Source: an optimization exercise on an open RTL-to-GDS flow (aim: small area, a short achievable clock period and few clock cycles). Production flows keep margins and buffers that such runs may drop.
Where RTL was checked, it was by simulation tests only, not by an equivalence proof against the original.
Power and IR drop assume default switching activity. The clock port is modelled as an ideal driver; clocking choices that lean on that would not hold on a real chip.

Design udp_send_top, start of the top module:
module udp_send_top #(
    parameter logic [15:0] SRC_PORT  = 16'h1234,
    parameter logic [7:0]  IP_TTL    = 8'h40,
    parameter int          BUF_WORDS = 128
) (
    input  logic        clk,
    input  logic        reset,
    input  logic [31:0] local_IP_in,
    input  logic [47:0] local_MAC_in,
    input  logic [31:0] remote_ip_addr_in,
    input  logic [47:0] remote_mac_addr_in,
    input  logic        arp_reply_in,
    output logic        arp_reply_ack_out,
    input  logic        udp_from_app_valid,
    input  logic [31:0] udp_from_app_data,
    input  logic [3:0]  udp_from_app_keep,
    input  logic        udp_from_app_last,
    output logic        udp_to_app_ready,
    input  logic [31:0] dest_ip_addr,
    input  logic [15:0] dest_port,
    input  logic [15:0] data_from_app_length,
    input  logic [7:0]  tcp_ctrl_type,
    output logic [7:0]  axis_tdata_out,
    output logic        axis_tvalid_out,
    output logic        axis_tlast_out,
    input  logic        axis_tready_in
);
    localparam int R   = 128;       
    localparam int QR  = 8;         
    localparam int QW  = 32;        
    localparam int NWT = R / QW;    
    localparam int EQ  = 4;         
    localparam logic [16:0] CS0   = 17'h4500 + 17'h4000 + 17'({IP_TTL, 8'h11});
    localparam logic [15:0] CSUM0 = CS0[15:0] + 16'(CS0[16]);
  ...
Settings: LEC_CHECK=0, CAP_MARGIN=20, CORE_MARGIN=2, CORE_UTILIZATION=40, SLEW_MARGIN=20; clock period 11.0 ns.
standard.sh (not shown) runs the stock make flow with config.mk's settings and CLKGATE_MAP_FILE= SYNTH_SCRIPT=/design/flow/synth_recipe.tcl, a recipe that flattens the netlist after the stock synthesis.
==> flow/flow/run.sh <==
#!/bin/bash
# Own layout flow: the standard ORFS flow (standard.sh) with these changes
# in how the layout is made; the clock period and I/O constraints are the standard flow's
# own (constraint.sdc is not touched):
#  - ORFS's timing repair is asked to leave extra setup slack
#    (SETUP_SLACK_MARGIN), so gates on long paths get sized up and the
#    achieved clock period is shorter;
#  - clock tree synthesis runs without dummy loads (-dont_use_dummy_load);
#  - every input and output port still gets a buffer, but the small buf_1
#    (timing repair sizes up the ones on critical paths).
set -euo pipefail
export SETUP_SLACK_MARGIN=7.6
export CTS_ARGS="-sink_clustering_enable -repair_clock_nets -dont_use_dummy_load -sink_clustering_size 35 -sink_clustering_max_diameter 100"
export BUFFER_PORTS_ARGS="-buffer_cell sky130_fd_sc_hd__buf_1"
bash standard.sh > standard_flow.log 2>&1
Testbench counts at the start, summed over its fixed seeds: cycles 36,367.
Next try:
--- a/flow/flow/run.sh
+++ b/flow/flow/run.sh
@@ -13 +13 @@
-export CTS_ARGS="-sink_clustering_enable -repair_clock_nets -dont_use_dummy_load -sink_clustering_size 35 -sink_clustering_max_diameter 100"
+export CTS_ARGS="-sink_clustering_enable -repair_clock_nets -dont_use_dummy_load -sink_clustering_size 30 -sink_clustering_max_diameter 100"
Outcome: The new run went through all stages and came out clean. Cell count rose by 0.31%. Sequential share of layout area fell by 0.46 points. Setup slack is better by 0.0037 ns.

* * *

Setup of north:
Another version of the RTL of udp_send_top (not shown whole).
Size: roughly 6700 cells after synthesis, ~290 I/O pins, ~120000 sq um of cells after synthesis.
export LEC_CHECK = 0
export CAP_MARGIN = 20
export CORE_MARGIN = 2
export CORE_UTILIZATION = 40
export SLEW_MARGIN = 20
create_clock -name core_clock -period 11.0 [get_ports {clk}]
==> flow/flow/run.sh <==
#!/bin/bash
# Own layout flow: the standard ORFS flow (standard.sh), with ORFS's timing
# repair asked to leave extra setup slack (SETUP_SLACK_MARGIN), so that gates on
# long paths get sized up and the achieved clock period is shorter. The clock
# period and I/O constraints are the standard flow's own (constraint.sdc is not touched).
set -euo pipefail
export SETUP_SLACK_MARGIN=7.6
bash standard.sh > standard_flow.log 2>&1
Testbench counts of north, summed over its fixed seeds: cycles 36,367.
What south does differently from north at the input level:
==> flow/flow/run.sh <==
#!/bin/bash
# Own layout flow: the standard ORFS flow (standard.sh) with two changes in
# how the layout is made; the clock period and I/O constraints are the standard flow's own
# (constraint.sdc is not touched):
#  - ORFS's timing repair is asked to leave extra setup slack
#    (SETUP_SLACK_MARGIN), so gates on long paths get sized up and the
#    achieved clock period is shorter;
#  - clock tree synthesis runs without dummy loads (-dont_use_dummy_load).
set -euo pipefail
export SETUP_SLACK_MARGIN=7.6
export CTS_ARGS="-sink_clustering_enable -repair_clock_nets -dont_use_dummy_load"
bash standard.sh > standard_flow.log 2>&1
First-iteration DRC count: south vs north up 28. The sum of routed wire length over all layers number comes out higher for north vs south. Post-route clock period utilization: south lower than north. Changes observed in south relative to north: total power draw now sits lower, via count of the routed design lost about 0.7%. south -> north: critical path depth delta 0, exact match. north -> south: aggregate global-route resource usage flat. south ran to completion and came out clean on the timing, design-rule and antenna checks.

* * *

udp_send_top, a different RTL version from the one above (not shown whole).
Size: ~290 I/O pins, ~120,000 um2 of cells after synthesis.
clock: 11.0 ns
lec_check: 0
cap_margin: 20
core_margin: 2
core_utilization: 40
cts_buf_list: sky130_fd_sc_hd__clkbuf_8
slew_margin: 20
run.sh (not shown) runs the stock make flow with config.mk's settings and CLKGATE_MAP_FILE= SYNTH_SCRIPT=/design/flow/synth_recipe.tcl, a recipe that flattens the netlist after the stock synthesis.
Stock flow here: none of the scripts above is used.
Testbench counts at the start, summed over its fixed seeds: cycles 36,367.
==> next run, changes <==
==> flow/flow/run.sh (new file) <==
#!/bin/bash
# Own layout flow: the standard ORFS flow (standard.sh), with ORFS's timing
# repair asked to leave extra setup slack (SETUP_SLACK_MARGIN), so that gates on
# long paths get sized up and the achieved clock period is shorter. The clock
# period and I/O constraints are the standard flow's own (constraint.sdc is not touched).
set -euo pipefail
export SETUP_SLACK_MARGIN=7
bash standard.sh > standard_flow.log 2>&1
==> flow/standard.sh (new file) <==
#!/bin/bash
# synth_recipe.tcl (not shown) runs the flow's synth.tcl, then flattens the netlist and writes it again
# the make line also repeats each setting of config.mk as NAME=value (left out here)
make -C /OpenROAD-flow-scripts/flow DESIGN_CONFIG=/design/flow/config.mk WORK_HOME=/design/flow/orfs CLKGATE_MAP_FILE= SYNTH_SCRIPT=/design/flow/synth_recipe.tcl "${@:-finish}"
removed: flow/run.sh
After rerunning: Total power came out lower by 0.42%. Setup slack improves by 0.34 ns. Via count came out lower by 0.83%. Routed wire length came out lower by 0.70%. Cell area is about the same. Sequential power is about the same. Synthesized cell count is unchanged.

* * *

Another version of the RTL of udp_send_top (not shown whole).
Size: roughly 6900 cells after synthesis, about 4800 flip-flops, about 0.12 sq mm of cells after synthesis.
Settings: LEC_CHECK=0, CAP_MARGIN=20, CORE_MARGIN=2, CORE_UTILIZATION=40, CTS_BUF_LIST=sky130_fd_sc_hd__clkbuf_8, SLEW_MARGIN=20; clock period 11.0 ns.
Stock flow here: none of the scripts above is used.
Edit:
--- a/flow/config.mk
+++ b/flow/config.mk
@@ -8,5 +8,5 @@
 export CAP_MARGIN = 20
 export CORE_MARGIN = 2
-export CORE_UTILIZATION = 40
-export CTS_BUF_LIST = sky130_fd_sc_hd__clkbuf_8
+export CORE_UTILIZATION = 60
+export CTS_BUF_LIST = sky130_fd_sc_hd__clkbuf_4 sky130_fd_sc_hd__clkbuf_8
 export SLEW_MARGIN = 20
Result: Via count is lower by 0.42%. Worst setup slack improves by 21 ps. Wire length climbs by 0.62%. Fmax went up by 0.43%. Clock skew is lower by 17 ps. Non-clock buffer count stays the same. Count of clock-buffer cells in the layout climbs by 284. Total power is higher by 2.8%. Global-route usage goes up by 8.6 points. Die area shrinks by 33%.
No functional check of the RTL was part of any run of this note.

afterwards: timing with drivers on the ports:
No port has a modelled driver above. Below, the same layouts with a new extraction and two added sets of constraints.
Step 1: set_driving_cell puts a clkbuf_16 on clk and a buf_2 on each other input, an assumption about the parent block.
Step 2 times the ports against the registers' clock, not the clock port: input delays grow and output delays shrink by t, the midpoint of the rising clock arrivals with the driver on.
Slacks: no drivers / after step 1 / after step 2; pairs: no drivers / after step 1.
| run | t (ns) | slack for setup (ns) | hold WS [ns] | slew at the worst register clock pin (ns) | worst slew at a driven data input, ns |
|---|---|---|---|---|---|
| the first run of note 1 | 0.923 | 7.328 / 7.237 / 6.607 | 0.252 / 0.252 / 0.252 | 0.12 / 0.12 | 0.18 |
| the second run of note 1 | 0.935 | 7.331 / 7.243 / 6.575 | 0.253 / 0.253 / 0.253 | 0.11 / 0.11 | 0.18 |
| north | 0.974 | 7.285 / 7.194 / 6.718 | 0.270 / 0.270 / 0.270 | 0.07 / 0.07 | 0.19 |
| south | 0.944 | 7.302 / 7.210 / 6.732 | 0.234 / 0.234 / 0.234 | 0.07 / 0.07 | 0.19 |
| the first run of note 3 | 1.218 | 6.659 / 6.569 / 6.084 | 0.272 / 0.272 / 0.272 | 0.07 / 0.07 | 0.15 |
| the second run of note 3 | 1.220 | 7.001 / 6.905 / 6.080 | 0.266 / 0.266 / 0.266 | 0.07 / 0.07 | 0.20 |
| the first run of note 4 | 1.073 | 6.043 / 6.043 / 5.088 | 0.283 / 0.283 / 0.283 | 0.07 / 0.07 | 0.22 |
| the second run of note 4 | 1.124 | 6.064 / 6.064 / 5.059 | 0.282 / 0.282 / 0.282 | 0.07 / 0.07 | 0.14 |
After both steps setup and hold are still met in every run listed. For the second run of note 4, which loses most, drivers alone change the setup slack by 0.000 ns; drivers and shift together by -1.005 ns.
